This is an optimization exercise on Yosys and OpenROAD, whose aim is small area, not a production implementation. In this exercise RTL edits were held to simulation tests only and were not proved equivalent to the original. No activity file was given, so power comes from the tool's default toggle rates.

Setup of lane 4:
Design dma_ctrl_top, start of the top module:
module dma_ctrl_top (
  input  logic        clk,
  input  logic        rst,
  input  logic        set_stb,
  input  logic [31:0] set_addr,
  input  logic [31:0] set_data,
  input  logic        get_stb,
  input  logic [31:0] get_addr,
  output logic [31:0] get_data,
  output logic        get_valid,
  output logic        h2s_cmd_valid,
  output logic [71:0] h2s_cmd_data,
  input  logic        h2s_cmd_ready,
  output logic        s2h_cmd_valid,
  output logic [71:0] s2h_cmd_data,
  input  logic        s2h_cmd_ready,
  input  logic        h2s_sts_valid,
  input  logic [7:0]  h2s_sts_data,
  output logic        h2s_sts_ready,
  input  logic        s2h_sts_valid,
  input  logic [7:0]  s2h_sts_data,
  output logic        s2h_sts_ready,
  input  logic        in_valid,
  input  logic [63:0] in_data,
  input  logic        in_last,
  output logic        in_ready,
  output logic        out_valid,
  output logic [63:0] out_data,
  output logic        out_last,
  input  logic        out_ready,
  output logic        irq,
  output logic [3:0]  arcache,
  output logic [3:0]  awcache
);
Size: ~440 I/O pins, about 66,000 um^2 of cells after synthesis.
==> flow/config.mk <==
export PLATFORM = sky130hd
export DESIGN_NAME = dma_ctrl_top
export DESIGN_NICKNAME = dma_ctrl_top
export VERILOG_FILES = /design/flow/design.v
export SDC_FILE = /design/flow/constraint.sdc
export NUM_CORES = 4
export LEC_CHECK = 0
export CAP_MARGIN = 20
export CORE_MARGIN = 2
export CORE_UTILIZATION = 65
export PLACE_DENSITY = 0.75
export SLEW_MARGIN = 20
==> flow/constraint.sdc <==
create_clock -name core_clock -period 6.0 [get_ports {clk}]
set_input_delay 1.2000 -clock core_clock [delete_from_list [all_inputs] [get_ports {clk}]]
set_output_delay 1.2000 -clock core_clock [all_outputs]
set_load 0.01 [all_outputs]
standard.sh (not shown) runs the stock make flow with config.mk's settings and CLKGATE_MAP_FILE= SYNTH_SCRIPT=/design/flow/synth_recipe.tcl, a recipe that flattens the netlist after the stock synthesis.
==> flow/flow/run.sh <==
#!/bin/bash
# Standard ORFS layout with smaller port buffers and a leaner clock tree:
# buf_1 as the port buffer, clkbuf_4 for CTS, no CTS dummy loads.
set -euo pipefail
bash standard.sh \
  BUFFER_PORTS_ARGS="-buffer_cell sky130_fd_sc_hd__buf_1" \
  CTS_ARGS="-sink_clustering_enable -repair_clock_nets -dont_use_dummy_load -buf_list sky130_fd_sc_hd__clkbuf_8 -sink_clustering_size 20 -sink_clustering_max_diameter 50" \
  finish > make.log 2>&1
The following lists how lane 1 was set up differently from lane 4:
- CAP_MARGIN changed from 20 to 5
- CORE_UTILIZATION changed from 65 to 72
- PLACE_DENSITY changed from 0.75 to 0.85
- SLEW_MARGIN changed from 20 to 5
==> flow/flow/run.sh <==
#!/bin/bash
# Standard ORFS layout with three changes aimed at cell area:
#  - synthesis maps the logic with an area-oriented ABC script (flow/abc_area.script);
#    everything else in synthesis is the standard flow's own synth_recipe.tcl, unchanged
#  - buf_1 as the port buffer
#  - a clock tree of small buffers and no dummy loads
set -euo pipefail
W=$PWD
cat flow/abc_proc.tcl synth_recipe.tcl > my_synth.tcl
export MY_ABC_SCRIPT=$W/flow/abc_area.script
bash standard.sh \
  SYNTH_SCRIPT=$W/my_synth.tcl \
  BUFFER_PORTS_ARGS="-buffer_cell sky130_fd_sc_hd__buf_1" \
  CTS_ARGS="-sink_clustering_enable -repair_clock_nets -dont_use_dummy_load -buf_list sky130_fd_sc_hd__clkbuf_4 -sink_clustering_size 10 -sink_clustering_max_diameter 40" \
  finish > make.log 2>&1
==> flow/flow/abc_area.script (new file) <==
strash
dc2
dch
amap
&get -n
&st
&dch
&nf -R 1000
&put
topo
==> flow/flow/abc_proc.tcl (new file) <==
proc abc {args} {
  set i [lsearch -exact $args -script]
  if {$i >= 0 && [info exists ::env(MY_ABC_SCRIPT)]} { lset args [expr {$i + 1}] $::env(MY_ABC_SCRIPT) }
  yosys abc {*}$args
}
[summary]
Lane 1: no failed stages, no open violations at the end
[lane 1] hold path depth rose 1 relative to lane 4
Power per cell area went down by more than 10% going from lane 4 to lane 1.
On vertical extent of the die: between lane 4 and lane 1, it ends up higher for lane 4.
Re met3 routing resource usage after global routing: lane 4 and lane 1 aren't equal, and the lower value belongs to lane 4.
Summary of lane 1 over lane 4: total power decreased 14%, post-synthesis share of cell area spent on full adders, half adders and majority gates essentially unchanged, count of distinct cell types in the synthesized netlist decreased 25.

## port drivers added, routing unchanged
In the flow no input, the clock included, has a driving cell. The finished layouts below were timed again as built, in two steps. Step 1 assumes that a clkbuf_16 drives the clock port and a buf_2 every other input. Step 2, shift: input delay + t, output delay - t, t = (earliest + latest rising clock arrival at the registers) / 2. This alone moves slack from input paths to output paths. Slacks: no drivers / after step 1 / after step 2; pairs: no drivers / after step 1.
| run | t, ns | slack for setup (ns) | hold slack, ns |
|---|---|---|---|
| lane 4 | 0.895 | 0.721 / 0.651 / 1.547 | 0.392 / 0.392 / 0.392 |
| lane 1 | 1.141 | 0.563 / 0.495 / 1.636 | 0.218 / 0.174 / 0.336 |
After both steps every run listed still meets setup and hold.
